From an optimization exercise on the open Yosys and OpenROAD flow, aimed at small area; shortcuts taken in it are not production practice. Only simulation tests tie the RTL to the original design; equivalence was not proved. Power and IR drop assume default switching activity.

==> design.v <==
package rename_pkg;
	typedef enum logic [3:0] {
		ALU_ADD      = 4'h0,
		ALU_SUB      = 4'h1,
		ALU_AND      = 4'h2,
		ALU_OR       = 4'h3,
		ALU_XOR      = 4'h4,
		ALU_SLT      = 4'h5,
		ALU_SLL      = 4'h6,
		ALU_SRL      = 4'h7,
		ALU_PASS_IMM = 4'h8   
	} alu_op_e;
	typedef enum logic [1:0] {
		MEM_NONE  = 2'b00,
		MEM_READ  = 2'b01,
		MEM_WRITE = 2'b10
	} mem_action_e;
	localparam int IMM_WIDTH = 32;
endpackage
`timescale 1ns/1ps
module free_list #(
	parameter int NUM_ARCH_REGS = 32,
	parameter int NUM_PHYS_REGS = 64
) (
	input  logic                             clk,
	input  logic                             rst_n,
	input  logic                             alloc,
	output logic [$clog2(NUM_PHYS_REGS)-1:0] alloc_tag,
	input  logic                             release_en,
	input  logic [$clog2(NUM_PHYS_REGS)-1:0] release_tag,
	output logic                             empty
);
	localparam int TAG_W = $clog2(NUM_PHYS_REGS);
	localparam int DEPTH = NUM_PHYS_REGS - NUM_ARCH_REGS;
	localparam int PTR_W = (DEPTH > 1) ? $clog2(DEPTH) : 1;
	localparam int CNT_W = $clog2(DEPTH + 1);
	logic [TAG_W-1:0] tags [DEPTH];
	logic [PTR_W-1:0] head;
	logic [PTR_W-1:0] tail;
	logic [CNT_W-1:0] count;
	logic do_alloc;
	logic do_release;
	assign do_alloc   = alloc && (count != '0);
	assign do_release = release_en && ((count != CNT_W'(DEPTH)) || do_alloc);
	assign alloc_tag = tags[head];
	assign empty     = (count == '0);
	always_ff @(posedge clk or negedge rst_n) begin
		if (!rst_n) begin
			head  <= '0;
			tail  <= '0;    
			count <= CNT_W'(DEPTH);
			for (int i = 0; i < DEPTH; i++) begin
				tags[i] <= TAG_W'(NUM_ARCH_REGS + i);
			end
		end else begin
			if (do_alloc) begin
				head <= (head == PTR_W'(DEPTH - 1)) ? '0 : head + 1'b1;
			end
			if (do_release) begin
				tags[tail] <= release_tag;
				tail       <= (tail == PTR_W'(DEPTH - 1)) ? '0 : tail + 1'b1;
			end
			case ({do_alloc, do_release})
				2'b10:   count <= count - 1'b1;
				2'b01:   count <= count + 1'b1;
				default: count <= count;   
			endcase
		end
	end
endmodule
`timescale 1ns/1ps
module rename_map #(
	parameter int NUM_ARCH_REGS = 32,
	parameter int NUM_PHYS_REGS = 64
) (
	input  logic                             clk,
	input  logic                             rst_n,
	input  logic [$clog2(NUM_ARCH_REGS)-1:0] rs_addr,
	input  logic [$clog2(NUM_ARCH_REGS)-1:0] rt_addr,
	input  logic [$clog2(NUM_ARCH_REGS)-1:0] rw_addr,
	output logic [$clog2(NUM_PHYS_REGS)-1:0] rs_tag,
	output logic [$clog2(NUM_PHYS_REGS)-1:0] rt_tag,
	output logic [$clog2(NUM_PHYS_REGS)-1:0] old_tag,
	input  logic                             map_we,
	input  logic [$clog2(NUM_ARCH_REGS)-1:0] map_waddr,
	input  logic [$clog2(NUM_PHYS_REGS)-1:0] map_wtag
);
	localparam int ARCH_W = $clog2(NUM_ARCH_REGS);
	localparam int TAG_W  = $clog2(NUM_PHYS_REGS);
	logic [TAG_W-1:0] map [NUM_ARCH_REGS];
	assign rs_tag  = map[rs_addr];
	assign rt_tag  = map[rt_addr];
	assign old_tag = map[rw_addr];
	always_ff @(posedge clk or negedge rst_n) begin
		if (!rst_n) begin
			for (int i = 0; i < NUM_ARCH_REGS; i++) begin
				map[i] <= TAG_W'(i);   
			end
		end else if (map_we && (map_waddr != ARCH_W'(0))) begin
			map[map_waddr] <= map_wtag;
		end
	end
endmodule
`timescale 1ns/1ps
module instr_queue #(
	parameter int NUM_PHYS_REGS    = 64,
	parameter int INSTR_QUEUE_SIZE = 16
) (
	input  logic                             clk,
	input  logic                             rst_n,
	input  logic                             push,
	input  rename_pkg::alu_op_e                          ent_alu_op,
	input  rename_pkg::mem_action_e                      ent_mem_action,
	input  logic [rename_pkg::IMM_WIDTH-1:0]             ent_immediate,
	input  logic [$clog2(NUM_PHYS_REGS)-1:0] ent_rs_phys,
	input  logic [$clog2(NUM_PHYS_REGS)-1:0] ent_rt_phys,
	input  logic [$clog2(NUM_PHYS_REGS)-1:0] ent_rd_phys,
	input  logic [$clog2(NUM_PHYS_REGS)-1:0] ent_old_rd_phys,
	input  logic                             ent_has_rd,
	output logic                             full,
	output logic                             iq_valid,
	input  logic                             iq_ready,
	output rename_pkg::alu_op_e                          iq_alu_op,
	output rename_pkg::mem_action_e                      iq_mem_action,
	output logic [rename_pkg::IMM_WIDTH-1:0]             iq_immediate,
	output logic [$clog2(NUM_PHYS_REGS)-1:0] iq_rs_phys,
	output logic [$clog2(NUM_PHYS_REGS)-1:0] iq_rt_phys,
	output logic [$clog2(NUM_PHYS_REGS)-1:0] iq_rd_phys,
	output logic [$clog2(NUM_PHYS_REGS)-1:0] iq_old_rd_phys,
	output logic                             iq_has_rd,
	output logic                             release_en,
	output logic [$clog2(NUM_PHYS_REGS)-1:0] release_tag
);
	localparam int TAG_W = $clog2(NUM_PHYS_REGS);
	localparam int PTR_W = (INSTR_QUEUE_SIZE > 1) ? $clog2(INSTR_QUEUE_SIZE) : 1;
	localparam int CNT_W = $clog2(INSTR_QUEUE_SIZE + 1);
	rename_pkg::alu_op_e              q_alu_op      [INSTR_QUEUE_SIZE];
	rename_pkg::mem_action_e          q_mem_action  [INSTR_QUEUE_SIZE];
	logic [rename_pkg::IMM_WIDTH-1:0] q_immediate   [INSTR_QUEUE_SIZE];
	logic [TAG_W-1:0]     q_rs_phys     [INSTR_QUEUE_SIZE];
	logic [TAG_W-1:0]     q_rt_phys     [INSTR_QUEUE_SIZE];
	logic [TAG_W-1:0]     q_rd_phys     [INSTR_QUEUE_SIZE];
	logic [TAG_W-1:0]     q_old_rd_phys [INSTR_QUEUE_SIZE];
	logic                 q_has_rd      [INSTR_QUEUE_SIZE];
	logic [PTR_W-1:0] head;
	logic [PTR_W-1:0] tail;
	logic [CNT_W-1:0] count;
	logic             do_push;
	logic             do_pop;
	assign full     = (count == CNT_W'(INSTR_QUEUE_SIZE));
	assign iq_valid = (count != '0);
	assign do_push  = push && !full;
	assign do_pop   = iq_valid && iq_ready;
	assign iq_alu_op      = q_alu_op[head];
	assign iq_mem_action  = q_mem_action[head];
	assign iq_immediate   = q_immediate[head];
	assign iq_rs_phys     = q_rs_phys[head];
	assign iq_rt_phys     = q_rt_phys[head];
	assign iq_rd_phys     = q_rd_phys[head];
	assign iq_old_rd_phys = q_old_rd_phys[head];
	assign iq_has_rd      = q_has_rd[head];
	assign release_en  = do_pop && q_has_rd[head];
	assign release_tag = q_old_rd_phys[head];
	always_ff @(posedge clk) begin
		if (do_push) begin
			q_alu_op[tail]      <= ent_alu_op;
			q_mem_action[tail]  <= ent_mem_action;
			q_immediate[tail]   <= ent_immediate;
			q_rs_phys[tail]     <= ent_rs_phys;
			q_rt_phys[tail]     <= ent_rt_phys;
			q_rd_phys[tail]     <= ent_rd_phys;
			q_old_rd_phys[tail] <= ent_old_rd_phys;
			q_has_rd[tail]      <= ent_has_rd;
		end
	end
	always_ff @(posedge clk or negedge rst_n) begin
		if (!rst_n) begin
			head  <= '0;
			tail  <= '0;
			count <= '0;
		end else begin
			if (do_push)
				tail <= (tail == PTR_W'(INSTR_QUEUE_SIZE - 1)) ? '0 : tail + 1'b1;
			if (do_pop)
				head <= (head == PTR_W'(INSTR_QUEUE_SIZE - 1)) ? '0 : head + 1'b1;
			case ({do_push, do_pop})
				2'b10:   count <= count + 1'b1;
				2'b01:   count <= count - 1'b1;
				default: count <= count;
			endcase
		end
	end
endmodule
`timescale 1ns/1ps
module rename_stage #(
	parameter int NUM_ARCH_REGS = 32,
	parameter int NUM_PHYS_REGS = 64
) (
	input  logic                             dec_valid,
	output logic                             dec_ready,
	input  rename_pkg::alu_op_e                          dec_alu_op,
	input  rename_pkg::mem_action_e                      dec_mem_action,
	input  logic [rename_pkg::IMM_WIDTH-1:0]             dec_immediate,
	input  logic                             uses_rs,
	input  logic                             uses_rt,
	input  logic                             uses_rw,
	input  logic [$clog2(NUM_ARCH_REGS)-1:0] rw_addr,
	input  logic [$clog2(NUM_PHYS_REGS)-1:0] rs_tag,
	input  logic [$clog2(NUM_PHYS_REGS)-1:0] rt_tag,
	input  logic [$clog2(NUM_PHYS_REGS)-1:0] old_tag,
	output logic                             map_we,
	output logic [$clog2(NUM_ARCH_REGS)-1:0] map_waddr,
	output logic [$clog2(NUM_PHYS_REGS)-1:0] map_wtag,
	input  logic                             empty,
	output logic                             alloc,
	input  logic [$clog2(NUM_PHYS_REGS)-1:0] alloc_tag,
	input  logic                             full,
	output logic                             push,
	output rename_pkg::alu_op_e                          ent_alu_op,
	output rename_pkg::mem_action_e                      ent_mem_action,
	output logic [rename_pkg::IMM_WIDTH-1:0]             ent_immediate,
	output logic [$clog2(NUM_PHYS_REGS)-1:0] ent_rs_phys,
	output logic [$clog2(NUM_PHYS_REGS)-1:0] ent_rt_phys,
	output logic [$clog2(NUM_PHYS_REGS)-1:0] ent_rd_phys,
	output logic [$clog2(NUM_PHYS_REGS)-1:0] ent_old_rd_phys,
	output logic                             ent_has_rd
);
	logic needs_alloc;
	logic accept;
	assign needs_alloc = uses_rw && (rw_addr != '0);
	assign dec_ready = !full && (!needs_alloc || !empty);
	assign accept    = dec_valid && dec_ready;
	assign alloc     = accept && needs_alloc;
	assign map_we    = alloc;
	assign map_waddr = rw_addr;
	assign map_wtag  = alloc_tag;
	assign push            = accept;
	assign ent_alu_op      = dec_alu_op;
	assign ent_mem_action  = dec_mem_action;
	assign ent_immediate   = dec_immediate;
	assign ent_rs_phys     = uses_rs ? rs_tag : '0;      
	assign ent_rt_phys     = uses_rt ? rt_tag : '0;
	assign ent_rd_phys     = needs_alloc ? alloc_tag : '0;
	assign ent_old_rd_phys = needs_alloc ? old_tag : '0;   
	assign ent_has_rd      = needs_alloc;
endmodule
`timescale 1ns/1ps
module rename_unit #(
	parameter int NUM_ARCH_REGS    = 32,
	parameter int NUM_PHYS_REGS    = 64,
	parameter int INSTR_QUEUE_SIZE = 16
) (
	input  logic                             clk,
	input  logic                             rst_n,
	input  logic                             dec_valid,
	output logic                             dec_ready,
	input  rename_pkg::alu_op_e                          dec_alu_op,
	input  rename_pkg::mem_action_e                      dec_mem_action,
	input  logic [rename_pkg::IMM_WIDTH-1:0]             dec_immediate,
	input  logic                             uses_rs,
	input  logic [$clog2(NUM_ARCH_REGS)-1:0] rs_addr,
	input  logic                             uses_rt,
	input  logic [$clog2(NUM_ARCH_REGS)-1:0] rt_addr,
	input  logic                             uses_rw,
	input  logic [$clog2(NUM_ARCH_REGS)-1:0] rw_addr,
	output logic                             iq_valid,
	input  logic                             iq_ready,
	output rename_pkg::alu_op_e                          iq_alu_op,
	output rename_pkg::mem_action_e                      iq_mem_action,
	output logic [rename_pkg::IMM_WIDTH-1:0]             iq_immediate,
	output logic [$clog2(NUM_PHYS_REGS)-1:0] iq_rs_phys,
	output logic [$clog2(NUM_PHYS_REGS)-1:0] iq_rt_phys,
	output logic [$clog2(NUM_PHYS_REGS)-1:0] iq_rd_phys,
	output logic [$clog2(NUM_PHYS_REGS)-1:0] iq_old_rd_phys,
	output logic                             iq_has_rd
);
	localparam int ARCH_W = $clog2(NUM_ARCH_REGS);
	localparam int TAG_W  = $clog2(NUM_PHYS_REGS);
	logic [TAG_W-1:0]  rs_tag, rt_tag, old_tag;
	logic              map_we;
	logic [ARCH_W-1:0] map_waddr;
	logic [TAG_W-1:0]  map_wtag;
	logic              alloc, empty, release_en;
	logic [TAG_W-1:0]  alloc_tag, release_tag;
	logic              full, push, ent_has_rd;
	rename_pkg::alu_op_e           ent_alu_op;
	rename_pkg::mem_action_e       ent_mem_action;
	logic [rename_pkg::IMM_WIDTH-1:0] ent_immediate;
	logic [TAG_W-1:0]  ent_rs_phys, ent_rt_phys, ent_rd_phys, ent_old_rd_phys;
	rename_stage #(.NUM_ARCH_REGS(NUM_ARCH_REGS), .NUM_PHYS_REGS(NUM_PHYS_REGS)) u_stage (
		.dec_valid, .dec_ready, .dec_alu_op, .dec_mem_action, .dec_immediate,
		.uses_rs, .uses_rt, .uses_rw, .rw_addr,
		.rs_tag, .rt_tag, .old_tag, .map_we, .map_waddr, .map_wtag,
		.empty, .alloc, .alloc_tag,
		.full, .push, .ent_alu_op, .ent_mem_action, .ent_immediate,
		.ent_rs_phys, .ent_rt_phys, .ent_rd_phys, .ent_old_rd_phys, .ent_has_rd
	);
	rename_map #(.NUM_ARCH_REGS(NUM_ARCH_REGS), .NUM_PHYS_REGS(NUM_PHYS_REGS)) u_map (
		.clk, .rst_n, .rs_addr, .rt_addr, .rw_addr,
		.rs_tag, .rt_tag, .old_tag, .map_we, .map_waddr, .map_wtag
	);
	free_list #(.NUM_ARCH_REGS(NUM_ARCH_REGS), .NUM_PHYS_REGS(NUM_PHYS_REGS)) u_free (
		.clk, .rst_n, .alloc, .alloc_tag, .release_en, .release_tag, .empty
	);
	instr_queue #(.NUM_PHYS_REGS(NUM_PHYS_REGS), .INSTR_QUEUE_SIZE(INSTR_QUEUE_SIZE)) u_iq (
		.clk, .rst_n, .push, .ent_alu_op, .ent_mem_action, .ent_immediate,
		.ent_rs_phys, .ent_rt_phys, .ent_rd_phys, .ent_old_rd_phys, .ent_has_rd,
		.full, .iq_valid, .iq_ready, .iq_alu_op, .iq_mem_action, .iq_immediate,
		.iq_rs_phys, .iq_rt_phys, .iq_rd_phys, .iq_old_rd_phys, .iq_has_rd,
		.release_en, .release_tag
	);
endmodule
==> run.sh <==
#!/bin/bash
# synth_recipe.tcl (not shown) runs the flow's synth.tcl, then flattens the netlist and writes it again
# the make line also repeats each setting of config.mk as NAME=value (left out here)
make -C /OpenROAD-flow-scripts/flow DESIGN_CONFIG=/design/flow/config.mk WORK_HOME=/design/flow/orfs CLKGATE_MAP_FILE= SYNTH_SCRIPT=/design/flow/synth_recipe.tcl finish
==> config.mk <==
export PLATFORM = sky130hd
export DESIGN_NAME = rename_unit
export DESIGN_NICKNAME = rename_unit
export VERILOG_FILES = /design/flow/design.v
export SDC_FILE = /design/flow/constraint.sdc
export NUM_CORES = 4
export LEC_CHECK = 0
export CAP_MARGIN = 20
export CORE_MARGIN = 2
export CORE_UTILIZATION = 40
export SLEW_MARGIN = 20
==> constraint.sdc <==
create_clock -name core_clock -period 4.5 [get_ports {clk}]
set_input_delay 0.9000 -clock core_clock [delete_from_list [all_inputs] [get_ports {clk}]]
set_output_delay 0.9000 -clock core_clock [all_outputs]
set_load 0.01 [all_outputs]
==> reports/qor.txt <==
run status - no timing/DRC/antenna violations
fin area - 73500 µm²
max_slew headroom - 35.0%
simple-gate share of the synthesized area - 6.65%
DRT antenna net count - 0
setup ws final - 0.0665 ns
Layout Skew - 0.0326 ns
Vias - 41100
Routed WL - 217000 µm
Nets - 4632
ys async rst share - 29.1%
FF+latch count, synth - 1421
Tcrit/Tclk final - 98.5%
DP HPWL - 146000 µm
met3 Usage GRT - 5.03%
WP data arrival - 3.53 ns
global-route track usage on met1 - 37.2%
H-tree depth - 4
Seq/Total Area, Yosys - 65.1%
overall routing resource usage - 26.9%
# port buffers - 124
static leakage - 26.2 nW
DR WL/cell - 32.2 µm
max-slew violations - 0
DRC violations left - 0
placed cell area - 68100 µm²
HP Class - input pin to async pin
die height - 400 µm
DR pass1 iterations - 6
first-pass GRT wire length - 308000 µm
GR Util met2 - 41.3%
Gate Count Post-Synth - 4264
Setup crit end kind - output pin
leading cell types in the layout, fill and taps excluded - edfxtp_1 (1008), mux2_2 (375), o21ai_0 (288)
initial antenna violation count - 14
most used routing layer - met2
Sequential Area - 40900 µm²
largest net degree at the start of global routing - 107
Max Freq - 0.226 GHz
final setup fails - 0
number of distinct library cells after synthesis - 93
Placed Cells incl. Taps - 6437
Worst R2R Path Depth - 7
clock buffer depth - 3
mux cell area share after synthesis - 15.5%
Worst Path Max Fanout - 8
Critical R2R Launch - u_free.head[0]
mapped cell area - 62800 µm²
total CTS buffers - 152
Die Width - 400 µm
RSZ-0062 raised after global routing - true
number of synthesized flops with an enable pin - 1008
P&R area growth vs syn - 17.0%
1st-iter DRT viols - 4380
Avg Cell Area, Syn - 14.7 µm²
WS Path Type - flop to output pin
Initial Util - 40.2%
layout cells sized above 1 - 27.5%
Peak supply drop - 0.538 mV
dominant synthesized flop cell - edfxtp_1
CTS clk-pin slew, worst paths - 0.06 ns
min cycle time layout - 4.43 ns
reg2reg setup slack - 0.70 ns
adder-cell share of the synthesized area - 0.582%
Final TNS setup - 0 ns
vias per cell - 6.10
Critical Path RT - 3.60 ns
Synth Area in XOR/XNOR - 0.167%
Net Count, Synth - 4352
largest family of logic cells by synthesized area - multiplexers
measured slew at the worst slew-check pin - 0.951 ns
GP Congestion - 1.10
global route total overflow - 0
CTS tree - done
worst skew pair latency - 0.80 ns
io pins - 125
clk sinks - 1421
dpl ws - 0.118 ns
Compound-Gate Fraction of Synth Area - 9.73%
Ys Warns - 5
Die Area - 160000 µm²
Max Cap Violations - 0
fin util - 47.1%
Critical Path Source Type - flop
Final Hold Fails - 0
R2R Path End - u_iq.q_rd_phys[11][3]
row count - 145
commonest non-fill, non-tap cell in the layout - edfxtp_1
Final Non-Filler Cells - 6741
Fillers - 13600
CTS root buf - clkbuf_16
area of the multi-input gates - 20600 µm²
vias in the first global route - 40600
pwr dens - 680 nW/µm²
CORE AREA - 156000 µm²
## logic make-up after synthesis
kind of cell,after synthesis
flip-flops,1421
AND/OR/NAND/NOR,822
AO/OA/AOI/OAI,905
XOR/XNOR,12
adder cells (fa/ha/maj),28
multiplexers,756
buffers and inverters,320
## Yosys cell counts (all sizes together) (32+ instances only)
library cell,number,share of area (%)
and2,32,0.32
a21oi,126,1.0
nand2,284,1.7
buf,104,1.0
clkbuf,178,1.1
nor2,105,0.65
nor2b,44,0.44
a22oi,143,1.7
inv,36,0.22
nand3,114,0.92
mux2,393,7.1
a221oi,75,1.0
mux4,130,4.7
nand4,44,0.48
dfrtp,220,8.8
nor3,36,0.29
a22o,37,0.52
edfxtp,1008,48
o21ai,297,2.4
a31oi,42,0.42
mux2i,233,3.8
dfstp,193,8.1
and3,43,0.43
## layout make-up
cell class              count  share of cell area [%]
well taps                2058                    3.50
clock buffers             199                    5.62
clock inverters            85                    1.37
repair buffers            406                    5.61
inverters                  38                   0.194
multi-input cells        2525                    28.0
flip-flops and latches   1421                    55.6
diodes                      9                  0.0307
## repair_timing
action / CTS / global route
hold buffers: 0 / 0
gates cloned: 0 / 4
buffers inserted: 3 / 4
resized for setup: 5 / 16
pin swaps: 0 / 0
setup endpoints to repair: 34 / 29
## worst max-delay path, cell delays in order (launching register included)
cell and delay [ns]:
dfrtp_4 0.57, buf_4 0.20, mux4_2 0.52, mux2i_1 0.27, o22ai_2 0.24, buf_4 0.24
clkdlybuf4s50_1 0.67
## through the flow
step | hold slack (ns) | power, mW
after floorplan | 0.440 | 28.4
after global placement | 0.392 | 36.9
after detailed placement | 0.387 | 37.0
after CTS | 0.194 | 49.8
after global routing | 0.204 | 51.8
final | 0.151 | 49.9
## flip-flops by register name, indices dropped and copies added, names as in the netlist, 64 cells and up
name,cells
u_iq.q_alu_op,64
u_iq.q_immediate,512
u_map.map,192
u_free.tags,192
u_iq.q_rd_phys,96
u_iq.q_rt_phys,96
u_iq.q_old_rd_phys,96
u_iq.q_rs_phys,96
## power by group
group	leakage [nW]	switching (mW)	total [mW]	internal, mW
logic	9.52	10.4	17.2	6.77
registers	14.1	3.02	20.0	17.0
clock network	2.50	5.36	12.7	7.37
## worst max path at each step
stage / start / end / slack [ns] / depth (start not counted)
2_1_floorplan: rw_addr[0] / u_iq.q_alu_op[6][0] / -0.003 / 8
3_3_place_gp: rw_addr[3] / u_free.count[5] / 0.12 / 16
3_5_place_dp: rw_addr[3] / u_iq.q_immediate[6][21] / 0.12 / 9
4_1_cts: u_iq.head[1] / iq_old_rd_phys[5] / -0.01 / 5
5_1_grt: u_iq.head[2] / iq_immediate[31] / -0.02 / 6
6_report: u_iq.head[0] / iq_has_rd / 0.07 / 6
## per-layer routing
layer | up-vias | wire [µm]
li1 | 17400 | -
met1 | 21400 | 91300
met2 | 1877 | 99100
met3 | 501 | 16100
met4 | 4 | 10700
met5 | - | 23

[separate check: timing with driven ports]
The flow's constraints put no driver on any port. The routed layout listed below was extracted and timed again, unchanged, in two steps. Step 1: set_driving_cell puts a clkbuf_16 on clk and a buf_2 on each other input, an assumption about the parent block. Step 2, shift: input delay + t, output delay - t, t = (earliest + latest rising clock arrival at the registers) / 2. This alone moves slack from input paths to output paths. Slacks: ideal / step 1 / step 2; pairs: ideal / step 1.
t, ns: 0.871
setup slack, ns: 0.066 / -0.016 / 0.039
worst setup path at the end: input to register
After both steps setup and hold are still met in this run. The setup slack of this run moves by -0.082 ns with the drivers and by -0.027 ns with both steps.
